What follows belongs to an exercise in optimizing a design on an open flow for small area and a short achievable clock period; a production flow would make more cautious choices.
No activity file was given, so power comes from the tool's default toggle rates.

## trial 49
==> flow/design.v <==
package bmp_pkg;
  localparam int HEADER_WORDS = 14;
  localparam int GROUP_WORDS  = 3;
  localparam int SIZE_LO_WORD = 0;
  localparam int SIZE_HI_WORD = 1;
  typedef logic [31:0] word_t;
  typedef logic [23:0] pixel_t;
  typedef logic [1:0]  mode_t;
  typedef logic [31:0] count_t;
  localparam mode_t MODE_THRESHOLD  = 2'd1;
  localparam mode_t MODE_BRIGHTNESS = 2'd2;
  typedef logic [95:0] pixel_group_t;
endpackage
module bmp_filter
(
  input  logic       dut_if,
  input  logic       reset_ind,
  input  logic       in_valid,
  input  bmp_pkg::word_t      in_data,
  input  bmp_pkg::mode_t      mode,
  input  logic [7:0] proc_val,
  output logic       out_valid,
  output bmp_pkg::word_t      out_data,
  output logic       frame_done
);
  logic [4:0]  s;
  logic [29:0] cnt;       
  logic        lastf;     
  logic        thr;       
  logic        bri;       
  logic [9:0]  pv;        
  logic [31:0] h, t;
  logic        hv, tv;
  logic        h_pix, h_k0, h_k1, h_nx, h_last;
  logic        t_pix, t_k0, t_k1, t_nx, t_last;
  logic        cr;        
  logic        out_last;
  logic pix, s0, s1, s01, last;
  assign pix  = s[4];
  assign s0   = (s == 5'd0);
  assign s1   = (s == 5'd1);
  assign s01  = (s[4:1] == 4'd0);          
  assign last = lastf && !s01;
  always_ff @(posedge dut_if) begin
    if (in_valid && s0) begin
      thr <= (mode == bmp_pkg::MODE_THRESHOLD);
      bri <= (mode == bmp_pkg::MODE_BRIGHTNESS);
      pv  <= {2'b00, proc_val};
    end else if (in_valid && s1 && thr) begin
      pv  <= ~(10'({pv[7:0], 1'b0}) + 10'(pv[7:0]) + 10'd2);
    end
  end
  logic        dec;
  logic [29:0] cnt_dec;
  always_comb begin
    logic [5:0] bz;
    logic       z;
    bz[0] = 1'b1;
    for (int k = 1; k < 6; k++) bz[k] = bz[k-1] && (cnt[6*(k-1) +: 6] == 6'd0);
    for (int k = 0; k < 5; k++) begin
      z = bz[k];
      for (int i = 0; i < 6; i++) begin
        cnt_dec[6*k+i] = cnt[6*k+i] ^ (dec && z);
        z = z && !cnt[6*k+i];
      end
    end
  end
  always_ff @(posedge dut_if) begin
    dec <= in_valid && !s01;
    cnt[13:0]  <= s0 ? {in_data[7:0], in_data[15:10]} : cnt_dec[13:0];
    cnt[29:14] <= s1 ? {in_data[23:16], in_data[31:24]} : cnt_dec[29:14];
    if (in_valid) lastf <= !s01 && (cnt[29:3] == 27'd0) && (cnt[2:0] == {2'b10, dec});
    if (reset_ind) begin
      s <= 5'd0;
    end else if (in_valid) begin
      if (last)                    s <= 5'd0;
      else if (s == 5'd13)         s <= 5'b10000;
      else if (pix && s[1])        s <= 5'b10000;
      else                         s <= s + 5'd1;
    end
  end
  logic [1:0] n, held;
  logic       pop_now, pop_in, pop, h_ld, t_ld;
  assign n       = 2'(hv) + 2'(tv);
  assign held    = pix ? s[1:0] : 2'd0;
  assign pop_now = hv && (n > held);
  assign pop_in  = hv && pix && s[1];
  assign pop     = pop_now || (pop_in && in_valid);
  assign h_ld    = pop_now || !hv || (pop_in && in_valid);
  assign t_ld    = pop_now || !hv || !tv || (pop_in && in_valid);
  logic [7:0] b3, b2, b1, b0, k;
  logic [31:0] tin;
  logic       tp0, tp1, tp2;
  assign {b3, b2, b1, b0} = in_data;
  assign k   = pv[7:0];
  assign tp0 = thr && pix && s[1:0] == 2'd0;
  assign tp1 = thr && pix && s[0];
  assign tp2 = thr && pix && s[1];
  always_comb begin
    tin = in_data;
    if (tp0) tin[31:16] = {b3 ^ b2 ^ b1, (b3 & b2) | (b3 & b1) | (b2 & b1)};
    if (tp1) tin[31:16] = {b3 ^ b2 ^ k,  (b3 & b2) | (b3 & k)  | (b2 & k)};
    if (tp1) tin[15:0]  = {b1 ^ b0 ^ k,  (b1 & b0) | (b1 & k)  | (b0 & k)};
    if (tp2) tin[15:0]  = {b2 ^ b1 ^ b0, (b2 & b1) | (b2 & b0) | (b1 & b0)};
  end
  always_ff @(posedge dut_if) begin
    if (h_ld) begin
      h <= t;
      {h_pix, h_k0, h_k1, h_nx, h_last} <= {t_pix, t_k0, t_k1, t_nx, t_last};
    end
    if (t_ld) begin
      t <= tin;
      {t_pix, t_k0, t_k1, t_nx, t_last} <=
        {pix, pix && s[1:0] == 2'd0, pix && s[0], pix && !s[1] && !last, last};
    end
    if (reset_ind) begin
      hv <= 1'b0;
      tv <= 1'b0;
    end else begin
      if (h_ld) hv <= tv;
      if (t_ld) tv <= in_valid;
    end
  end
  function automatic logic ge1024(input logic [9:0] x, input logic [9:0] y,
                                  input logic [9:0] z);
    logic [9:0]  s1, c1;
    logic [10:0] tt;
    s1 = x ^ y ^ z;
    c1 = (x & y) | (x & z) | (y & z);
    tt = 11'(s1) + {c1, 1'b0};
    ge1024 = tt[10];
  endfunction
  logic [9:0] nl;
  logic [7:0] x3, xs, xc, z;
  logic       ua, ub, ul;
  assign nl = pv;
  assign x3 = h_nx ? t[31:24] : 8'd0;
  assign xs = h_nx ? t[31:24] : nl[7:0];
  assign xc = h_nx ? t[23:16] : 8'd0;
  assign z  = h_k1 ? x3 : nl[7:0];
  assign ua = ge1024(10'(h[31:24]), {1'b0, h[23:16], 1'b0}, nl);
  assign ub = ge1024({nl[9:8], h[7:0]}, 10'(xs), {1'b0, xc, 1'b0});
  assign ul = ge1024({nl[9:8], h[15:8]}, {1'b0, h[7:0], 1'b0}, 10'(z));
  logic [7:0]  pe;
  logic [31:0] odata;
  assign pe = (bri && h_pix) ? pv[7:0] : 8'd0;
  always_comb begin
    for (int j = 0; j < 4; j++) begin
      logic [8:0] sum;
      sum = 9'(h[8*j +: 8]) + 9'(pe);
      if (sum[8] != pe[7]) odata[8*j +: 8] = {8{sum[8]}};
      else                 odata[8*j +: 8] = sum[7:0];
    end
    if (thr && h_pix)
      odata = {{8{h_k0 ? ua : cr}}, {8{h_k0 ? ua : (h_k1 ? cr : ul)}},
               {8{h_k0 ? ua : ul}}, {8{h_k0 ? ub : ul}}};
  end
  always_ff @(posedge dut_if) begin
    out_data <= odata;
    out_last <= h_last;
    if (pop) cr <= h_k0 ? ub : ul;
    if (reset_ind) begin
      out_valid  <= 1'b0;
      frame_done <= 1'b0;
    end else begin
      out_valid  <= pop;
      frame_done <= out_valid && out_last;
    end
  end
endmodule
export LEC_CHECK = 0
export ABC_CLOCK_PERIOD_IN_PS = 2500
export CAP_MARGIN = 20
export CORE_MARGIN = 2
export CORE_UTILIZATION = 40
export CTS_BUF_LIST = sky130_fd_sc_hd__clkbuf_4 sky130_fd_sc_hd__clkbuf_8
export SLEW_MARGIN = 20
create_clock -name core_clock -period 10.0 [get_ports {dut_if}]
standard.sh (not shown) runs the stock make flow with config.mk's settings and CLKGATE_MAP_FILE= SYNTH_SCRIPT=/design/flow/synth_recipe.tcl, a recipe that flattens the netlist after the stock synthesis.
==> flow/flow/run.sh <==
#!/bin/bash
# Standard ORFS layout with two changes: ports are buffered with the
# smallest buffer (the resizer still upsizes where timing needs it), and
# repair_timing aims for 7 ns of setup slack, so that the achieved period
# is pushed well below the 10 ns clock.
set -euo pipefail
bash standard.sh 'BUFFER_PORTS_ARGS=-buffer_cell sky130_fd_sc_hd__buf_1' SETUP_SLACK_MARGIN=7 finish > standard_flow.log 2>&1
Input-level comparison between build 23 and trial 49:
==> flow/design.v, changed modules only <==
module bmp_filter
(
  input  logic       dut_if,
  input  logic       reset_ind,
  input  logic       in_valid,
  input  bmp_pkg::word_t      in_data,
  input  bmp_pkg::mode_t      mode,
  input  logic [7:0] proc_val,
  output logic       out_valid,
  output bmp_pkg::word_t      out_data,
  output logic       frame_done
);
  logic [4:0]  s;
  logic [29:0] cnt;       
  logic        lastf;     
  logic        thr;       
  logic        bri;       
  logic [9:0]  pv;        
  logic [31:0] h, t;
  logic        hv, tv;
  logic        h_pix, h_k0, h_k1, h_last;
  logic        t_pix, t_k0, t_k1, t_last;
  logic        cr;        
  logic        out_last;
  logic pix, s0, s1, s01, last;
  assign pix  = s[4];
  assign s0   = (s == 5'd0);
  assign s1   = (s == 5'd1);
  assign s01  = (s[4:1] == 4'd0);          
  assign last = lastf && !s01;
  always_ff @(posedge dut_if) begin
    if (in_valid && s0) begin
      thr <= (mode == bmp_pkg::MODE_THRESHOLD);
      bri <= (mode == bmp_pkg::MODE_BRIGHTNESS);
      pv  <= {2'b00, proc_val};
    end else if (in_valid && s1 && thr) begin
      pv  <= ~(10'({pv[7:0], 1'b0}) + 10'(pv[7:0]) + 10'd2);
    end
  end
  logic        dec;
  logic [29:0] cnt_dec;
  always_comb begin
    logic [5:0] bz;
    logic       z;
    bz[0] = 1'b1;
    for (int k = 1; k < 6; k++) bz[k] = bz[k-1] && (cnt[6*(k-1) +: 6] == 6'd0);
    for (int k = 0; k < 5; k++) begin
      z = bz[k];
      for (int i = 0; i < 6; i++) begin
        cnt_dec[6*k+i] = cnt[6*k+i] ^ (dec && z);
        z = z && !cnt[6*k+i];
      end
    end
  end
  always_ff @(posedge dut_if) begin
    dec <= in_valid && !s01;
    cnt[13:0]  <= s0 ? {in_data[7:0], in_data[15:10]} : cnt_dec[13:0];
    cnt[29:14] <= s1 ? {in_data[23:16], in_data[31:24]} : cnt_dec[29:14];
    if (in_valid) lastf <= !s01 && (cnt[29:3] == 27'd0) && (cnt[2:0] == {2'b10, dec});
    if (reset_ind) begin
      s <= 5'd0;
    end else if (in_valid) begin
      if (last)                    s <= 5'd0;
      else if (s == 5'd13)         s <= 5'b10000;
      else if (pix && s[1])        s <= 5'b10000;
      else                         s <= s + 5'd1;
    end
  end
  logic [1:0] n, held;
  logic       pop_now, pop_in, pop, h_ld, t_ld;
  assign n       = 2'(hv) + 2'(tv);
  assign held    = pix ? s[1:0] : 2'd0;
  assign pop_now = hv && (n > held);
  assign pop_in  = hv && pix && s[1];
  assign pop     = pop_now || (pop_in && in_valid);
  assign h_ld    = pop_now || !hv || (pop_in && in_valid);
  assign t_ld    = pop_now || !hv || !tv || (pop_in && in_valid);
  logic [7:0] b3, b2, b1, b0, k;
  logic [31:0] tin;
  logic       tp0, tp1, tp2;
  assign {b3, b2, b1, b0} = in_data;
  assign k   = pv[7:0];
  assign tp0 = thr && pix && s[1:0] == 2'd0;
  assign tp1 = thr && pix && s[0];
  assign tp2 = thr && pix && s[1];
  always_comb begin
    tin = in_data;
    if (tp0) tin = {last ? b0 ^ k : b0, last ? b0 & k : 8'd0,
                    b3 ^ b2 ^ b1, (b3 & b2) | (b3 & b1) | (b2 & b1)};
    if (tp1) tin = {b3 ^ b2 ^ k, (b3 & b2) | (b3 & k) | (b2 & k),
                    b1 ^ b0 ^ k, (b1 & b0) | (b1 & k) | (b0 & k)};
    if (tp2) tin[15:0] = {b2 ^ b1 ^ b0, (b2 & b1) | (b2 & b0) | (b1 & b0)};
    if (!in_valid) tin[31:16] = 16'd0;
  end
  always_ff @(posedge dut_if) begin
    if (h_ld) begin
      h <= t;
      {h_pix, h_k0, h_k1, h_last} <= {t_pix, t_k0, t_k1, t_last};
    end
    if (t_ld) begin
      t <= tin;
      {t_pix, t_k0, t_k1, t_last} <=
        {pix, pix && s[1:0] == 2'd0, pix && s[0], last};
    end
    if (reset_ind) begin
      hv <= 1'b0;
      tv <= 1'b0;
    end else begin
      if (h_ld) hv <= tv;
      if (t_ld) tv <= in_valid;
    end
  end
  function automatic logic ge1024(input logic [9:0] x, input logic [9:0] y,
                                  input logic [9:0] z);
    logic [9:0]  s1, c1;
    logic [10:0] tt;
    s1 = x ^ y ^ z;
    c1 = (x & y) | (x & z) | (y & z);
    tt = 11'(s1) + {c1, 1'b0};
    ge1024 = tt[10];
  endfunction
  logic [9:0] nl;
  logic       ub, ul;
  assign nl = pv;
  assign ub = ge1024({nl[9:8], h[31:24]}, 10'(t[31:24]), {1'b0, h[23:16] | t[23:16], 1'b0});
  assign ul = ge1024({nl[9:8], h[15:8]}, {1'b0, h[7:0], 1'b0}, 10'(h_k1 ? t[31:24] : nl[7:0]));
  logic [7:0]  pe;
  logic [31:0] odata;
  assign pe = (bri && h_pix) ? pv[7:0] : 8'd0;
  always_comb begin
    for (int j = 0; j < 4; j++) begin
      logic [8:0] sum;
      sum = 9'(h[8*j +: 8]) + 9'(pe);
      if (sum[8] != pe[7]) odata[8*j +: 8] = {8{sum[8]}};
      else                 odata[8*j +: 8] = sum[7:0];
    end
    if (thr && h_pix)
      odata = {{8{h_k0 ? ul : cr}}, {8{h_k1 ? cr : ul}}, {8{ul}},
               {8{h_k0 ? ub : ul}}};
  end
  always_ff @(posedge dut_if) begin
    out_data <= odata;
    out_last <= h_last;
    if (pop) cr <= h_k0 ? ub : ul;
    if (reset_ind) begin
      out_valid  <= 1'b0;
      frame_done <= 1'b0;
    end else begin
      out_valid  <= pop;
      frame_done <= out_valid && out_last;
    end
  end
endmodule
### Flow results
Build 23 vs trial 49 on actual slew at the worst max-slew pin: build 23 is the lower one. Against trial 49, build 23 reports a switching power that is lower. Build 23 vs. trial 49: routed wire length went up by 760 um. Re net count after synthesis: build 23 is about 1.6% up on trial 49. Going from trial 49 to build 23, global-route usage increased 0.69 points; global-route wire length before repair climbed about 3.5%; area overhead of the layout relative to synthesis went up; number of global-route vias before repair +191. Taking build 23 over trial 49, the largest voltage drop on the vdd net ratio works out to 1.07. As of build 23, mean number of vias per cell had risen slightly compared to trial 49. Build 23 against trial 49: flop and latch count out of synthesis fell by 1.2%, HPWL after detailed placement picked up an extra 580 um. Build 23 reports its launching element of the worst setup path as in_data[0] while trial 49 reports h_nx$_DFFE_PP_. Minimum clock period after layout down 0.0099 ns in build 23 wrt trial 49.
No run of this note included a check of the RTL's function; only the layout flow was run.

-- separate check: timing with driven ports --
The flow's constraints put no driver on any port. The routed layouts listed below were extracted and timed again, unchanged, in two steps. Step 1 assumes that a clkbuf_16 drives the clock port and a buf_2 every other input. Step 2 also shifts input and output timing later by t, the mid clock arrival at the registers, as if the neighbouring blocks saw the same clock. Slacks: ideal ports / drivers / drivers and shift; pairs: ideal ports / drivers.
| run | t (ns) | setup WS [ns] | worst slew at a driven data input, ns | pins driven straight from the clock port |
|---|---|---|---|---|
| trial 49 | 0.506 | 7.022 / 7.022 / 6.613 | 0.04 | 1 |
| build 23 | 0.489 | 7.032 / 7.030 / 6.550 | 0.05 | 1 |
After both steps every run listed still meets setup and hold. For build 23, which loses most, drivers alone change the setup slack by -0.002 ns; drivers and shift together by -0.482 ns.
